This design comes from an exercise in tuning for small area, a short achievable clock period and few clock cycles on the open sky130 flow, not from production work. At most, simulation tests tie the RTL to the original design; equivalence was not proved.

==> 04-04: inputs <==
Design sixteen_lane_string_hash, start of the top module:
module sixteen_lane_string_hash (
  input  wire logic                         clk,
  input  wire logic                         rst,
  input  wire logic                         s_tvalid,
  output      logic                         s_tready,
  input  wire logic [slsh_pkg::S_DATA_W-1:0] s_tdata,    
  input  wire logic                         s_tuser,    
  input  wire logic                         s_tlast,    
  output      logic                         m_tvalid,
  input  wire logic                         m_tready,
  output      logic [slsh_pkg::M_DATA_W-1:0] m_tdata,    
  output      logic                         m_tlast     
);
==> module sixteen_lane_string_hash, before the edit <==
module sixteen_lane_string_hash (
  input  wire logic                         clk,
  input  wire logic                         rst,
  input  wire logic                         s_tvalid,
  output      logic                         s_tready,
  input  wire logic [slsh_pkg::S_DATA_W-1:0] s_tdata,    
  input  wire logic                         s_tuser,    
  input  wire logic                         s_tlast,    
  output      logic                         m_tvalid,
  input  wire logic                         m_tready,
  output      logic [slsh_pkg::M_DATA_W-1:0] m_tdata,    
  output      logic                         m_tlast     
);
  logic [slsh_pkg::LANES-1:0][slsh_pkg::LANE_W-1:0] lanes;
  logic [slsh_pkg::LANES-1:0][slsh_pkg::LANE_W-1:0] lanes_upd;
  logic [slsh_pkg::LANES-1:0][slsh_pkg::LANE_W-1:0] lanes_next;
  logic [slsh_pkg::LANES-1:0][slsh_pkg::LANE_W-1:0] digest;
  logic                         busy;
  slsh_pkg::lane_idx_t                    cnt;
  slsh_pkg::sym_code_t                    code;
  logic                         in_fire;
  logic                         out_fire;
  logic                         final_beat;
  assign code       = slsh_pkg::code_of(s_tdata[slsh_pkg::SYM_W-1:0]);
  assign final_beat = (cnt == slsh_pkg::lane_idx_t'(slsh_pkg::LANES - 1));
  assign s_tready   = !busy || (m_tready && final_beat);
  assign in_fire    = s_tvalid && s_tready;
  assign out_fire   = m_tvalid && m_tready;
  for (genvar k = 0; k < slsh_pkg::LANES; k++) begin : g_lane
    assign lanes_upd[k] = slsh_pkg::lane_next(slsh_pkg::lane_idx_t'(k), lanes[k], code);
  end
  assign lanes_next = s_tuser ? lanes_upd : lanes;
  always_ff @(posedge clk) begin
    if (rst) begin
      lanes <= '0;
      busy  <= 1'b0;
      cnt   <= '0;
    end else begin
      if (out_fire) begin
        cnt <= cnt + slsh_pkg::lane_idx_t'(1);
        if (final_beat) begin
          busy <= 1'b0;
        end
      end
      if (in_fire) begin
        if (s_tlast) begin
          lanes <= '0;
          busy  <= 1'b1;
          cnt   <= '0;
        end else begin
          lanes <= lanes_next;
        end
      end
    end
  end
  always_ff @(posedge clk) begin
    if (in_fire && s_tlast) begin
      digest <= lanes_next;
    end else if (out_fire) begin
      digest <= digest >> slsh_pkg::LANE_W;
    end
  end
  assign m_tvalid = busy;
  assign m_tlast  = final_beat;
  assign m_tdata  = {{(slsh_pkg::M_DATA_W-slsh_pkg::M_FIELDS_W){1'b0}}, slsh_pkg::hex_of(digest[0]), digest[0], cnt};
endmodule
==> flow/config.mk <==
export PLATFORM = sky130hd
export DESIGN_NAME = sixteen_lane_string_hash
export DESIGN_NICKNAME = sixteen_lane_string_hash
export VERILOG_FILES = /design/flow/design.v
export SDC_FILE = /design/flow/constraint.sdc
export NUM_CORES = 4
export LEC_CHECK = 0
export CAP_MARGIN = 20
export CORE_MARGIN = 2
export CORE_UTILIZATION = 40
export SLEW_MARGIN = 20
==> flow/constraint.sdc <==
create_clock -name core_clock -period 17.0 [get_ports {clk}]
set_input_delay 3.4000 -clock core_clock [delete_from_list [all_inputs] [get_ports {clk}]]
set_output_delay 3.4000 -clock core_clock [all_outputs]
set_load 0.01 [all_outputs]
run.sh (not shown) runs the stock make flow with config.mk's settings and CLKGATE_MAP_FILE= SYNTH_SCRIPT=/design/flow/synth_recipe.tcl, a recipe that flattens the netlist after the stock synthesis.
==> inputs of 08-21, as changes to 04-04 <==
--- a/flow/design.v
+++ b/flow/design.v
@@ -109,40 +109,91 @@
 );
-  logic [slsh_pkg::LANES-1:0][slsh_pkg::LANE_W-1:0] lanes;
-  logic [slsh_pkg::LANES-1:0][slsh_pkg::LANE_W-1:0] lanes_upd;
-  logic [slsh_pkg::LANES-1:0][slsh_pkg::LANE_W-1:0] lanes_next;
-  logic [slsh_pkg::LANES-1:0][slsh_pkg::LANE_W-1:0] digest;
-  logic                         busy;
-  slsh_pkg::lane_idx_t                    cnt;
-  slsh_pkg::sym_code_t                    code;
-  logic                         in_fire;
-  logic                         out_fire;
-  logic                         final_beat;
-  assign code       = slsh_pkg::code_of(s_tdata[slsh_pkg::SYM_W-1:0]);
-  assign final_beat = (cnt == slsh_pkg::lane_idx_t'(slsh_pkg::LANES - 1));
-  assign s_tready   = !busy || (m_tready && final_beat);
-  assign in_fire    = s_tvalid && s_tready;
-  assign out_fire   = m_tvalid && m_tready;
-  for (genvar k = 0; k < slsh_pkg::LANES; k++) begin : g_lane
-    assign lanes_upd[k] = slsh_pkg::lane_next(slsh_pkg::lane_idx_t'(k), lanes[k], code);
-  end
-  assign lanes_next = s_tuser ? lanes_upd : lanes;
+  localparam int L = slsh_pkg::LANES;
+  localparam int W = slsh_pkg::LANE_W;
+  logic                r_v, r_user, r_last;
+  slsh_pkg::sym_code_t r_code;
+  logic                k_v, k_user, k_last;
+  slsh_pkg::sym_code_t k_code;
+  slsh_pkg::sym_code_t in_code;
+  logic                in_fire;
+  logic                go;        
+  logic                take;      
+  logic                space_ok;  
+  slsh_pkg::sym_code_t [L-1:0] sl_code;
+  logic [L-1:0]                sl_user;
+  logic [L:0]                  sl_last;
+  logic [L-1:0][W-1:0] lanes;
+  logic [L-1:0][W-1:0] lanes_upd;
+  logic [L-1:0]        z;
+  logic                a_v, b_v;
+  logic [W-1:0]        a_w, b_w;
+  slsh_pkg::lane_idx_t a_i, b_i;
+  logic                push, pop;
+  logic [W-1:0]        o_w;
+  slsh_pkg::lane_idx_t o_i;
+  assign in_code  = slsh_pkg::code_of(s_tdata);
+  assign s_tready = !k_v;
+  assign in_fire  = s_tvalid && !k_v;
+  assign go       = !b_v;
+  assign space_ok = !(|sl_last[L-2:0]);
+  assign take     = go && r_v && (!r_last || space_ok);
   always_ff @(posedge clk) begin
     if (rst) begin
-      lanes <= '0;
-      busy  <= 1'b0;
-      cnt   <= '0;
+      r_v <= 1'b0;
+      k_v <= 1'b0;
     end else begin
-      if (out_fire) begin
-        cnt <= cnt + slsh_pkg::lane_idx_t'(1);
-        if (final_beat) begin
-          busy <= 1'b0;
+      if (!r_v || take) begin
+        if (k_v) begin
+          r_v <= 1'b1;
+          k_v <= 1'b0;
+        end else begin
+          r_v <= in_fire;
         end
-      end
-      if (in_fire) begin
-        if (s_tlast) begin
-          lanes <= '0;
-          busy  <= 1'b1;
-          cnt   <= '0;
-        end else begin
-          lanes <= lanes_next;
+      end else if (in_fire) begin
+        k_v <= 1'b1;
+      end
+    end
+  end
+  always_ff @(posedge clk) begin
+    if (!r_v || take) begin
+      if (k_v) begin
+        r_code <= k_code;
+        r_user <= k_user;
+        r_last <= k_last;
+      end else begin
+        r_code <= in_code;
+        r_user <= s_tuser;
+        r_last <= s_tlast;
+      end
+    end
+    if (in_fire) begin
+      k_code <= in_code;
+      k_user <= s_tuser;
+      k_last <= s_tlast;
+    end
+  end
+  always_ff @(posedge clk) begin
+    if (rst) begin
+      sl_user <= '0;
+      sl_last <= '0;
+    end else if (go) begin
+      sl_user <= {sl_user[L-2:0], take && r_user};
+      sl_last <= {sl_last[L-1:0], take && r_last};
+    end
+  end
+  always_ff @(posedge clk) begin
+    if (go) begin
+      sl_code <= {sl_code[L-2:0], r_code};
+    end
+  end
+  for (genvar k = 0; k < L; k++) begin : g_lane
+    assign lanes_upd[k] = slsh_pkg::lane_next(slsh_pkg::lane_idx_t'(k),
+                                              z[k] ? '0 : lanes[k], sl_code[k]);
+    always_ff @(posedge clk) begin
+      if (rst) begin
+        z[k] <= 1'b1;
+      end else if (go) begin
+        if (sl_last[k]) begin
+          z[k] <= 1'b1;
+        end else if (sl_user[k]) begin
+          z[k] <= 1'b0;
         end
@@ -150,13 +201,52 @@
     end
-  end
-  always_ff @(posedge clk) begin
-    if (in_fire && s_tlast) begin
-      digest <= lanes_next;
-    end else if (out_fire) begin
-      digest <= digest >> slsh_pkg::LANE_W;
-    end
-  end
-  assign m_tvalid = busy;
-  assign m_tlast  = final_beat;
-  assign m_tdata  = {{(slsh_pkg::M_DATA_W-slsh_pkg::M_FIELDS_W){1'b0}}, slsh_pkg::hex_of(digest[0]), digest[0], cnt};
+    always_ff @(posedge clk) begin
+      if (go && (sl_user[k] || z[k])) begin
+        lanes[k] <= sl_user[k] ? lanes_upd[k] : '0;
+      end
+    end
+  end
+  always_comb begin
+    o_w = '0;
+    o_i = '0;
+    for (int k = 0; k < L; k++) begin
+      if (sl_last[k+1]) begin
+        o_w = o_w | lanes[k];
+        o_i = o_i | slsh_pkg::lane_idx_t'(k);
+      end
+    end
+  end
+  assign push = go && (|sl_last[L:1]);
+  assign pop  = a_v && m_tready;
+  always_ff @(posedge clk) begin
+    if (rst) begin
+      a_v <= 1'b0;
+      b_v <= 1'b0;
+    end else begin
+      if (pop) begin
+        a_v <= b_v || push;
+        b_v <= 1'b0;
+      end else if (push) begin
+        if (a_v) b_v <= 1'b1;
+        else     a_v <= 1'b1;
+      end
+    end
+  end
+  always_ff @(posedge clk) begin
+    if (pop || !a_v) begin
+      if (b_v) begin
+        a_w <= b_w;
+        a_i <= b_i;
+      end else begin
+        a_w <= o_w;
+        a_i <= o_i;
+      end
+    end
+    if (push && a_v && !pop) begin
+      b_w <= o_w;
+      b_i <= o_i;
+    end
+  end
+  assign m_tvalid = a_v;
+  assign m_tlast  = (a_i == slsh_pkg::lane_idx_t'(L - 1));
+  assign m_tdata  = {{(slsh_pkg::M_DATA_W-slsh_pkg::M_FIELDS_W){1'b0}}, slsh_pkg::hex_of(a_w), a_w, a_i};
 endmodule
==> qor summary <==
item                                                                                 08-21                  04-04
Status                                                                      finished clean         finished clean
Iteration-0 DRC count of the detailed router                                          7023                   8371
M2 GR Usage                                                                          37.9%                  39.0%
Filler cells                                                                         36000                  37600
Critical path capture point                                        lanes[63]$_SDFFCE_PN0P_  digest[286]$_DFFE_PP_
Buffers outside the clock class                                                        213                    244
Final net count                                                                      19700                  20700
Sink Count                                                                             749                   1029
Number of antenna violations at the first check in global routing                       30                     29
Mux cell area share after synthesis                                                 0.600%                  2.29%
CTS Buffer Depth                                                                         3                      4
Required time of the worst setup path                                             17.48 ns               17.68 ns
Cell area after synthesis                                                      150000 um^2            156000 um^2
Maximum cell stage delay along the critical path                                   0.57 ns                0.78 ns
Height of the die                                                                   616 um                 629 um
Hold path cells                                                                          0                      2
Fraction of the mapped netlist area in adder cells                                   55.9%                  51.8%
Total wirelength of the detailed-routed design                                      448 mm                 472 mm
Count of cell instances traversed by the critical path                                  26                     45
Proportion of layout cells with a drive suffix above 1                               2.74%                  2.88%
Layout Skew                                                                      0.0570 ns              0.0629 ns
Testbench counts of 04-04, summed over its fixed seeds: cycles 31,451.
The RTL of 08-21 was laid out without a check of its function.

what the ideal ports hide:
In the flow no input, the clock included, has a driving cell. The finished layouts below were timed again as built, in two steps.
Step 1 (the two cells are an assumption about what drives the block):
set clk [get_ports {clk}]
set_driving_cell -lib_cell sky130_fd_sc_hd__clkbuf_16 $clk
set_driving_cell -lib_cell sky130_fd_sc_hd__buf_2 [delete_from_list [all_inputs] $clk]
Step 2 times the ports against the registers' clock, not the clock port: input delays grow and output delays shrink by t, the midpoint of the rising clock arrivals with the driver on.
Slacks: ideal / step 1 / step 2; pairs: ideal / step 1.
run | shift t [ns] | slack for setup (ns) | worst register clock-pin slew, ns
04-04 | 0.952 | 1.215 / 1.283 / 0.332 | 0.07 / 0.07
08-21 | 0.834 | 9.063 / 9.063 / 9.063 | 0.07 / 0.07
After both steps setup and hold are still met in every run listed. For 04-04, which loses most, drivers alone change the setup slack by +0.068 ns; drivers and shift together by -0.883 ns.
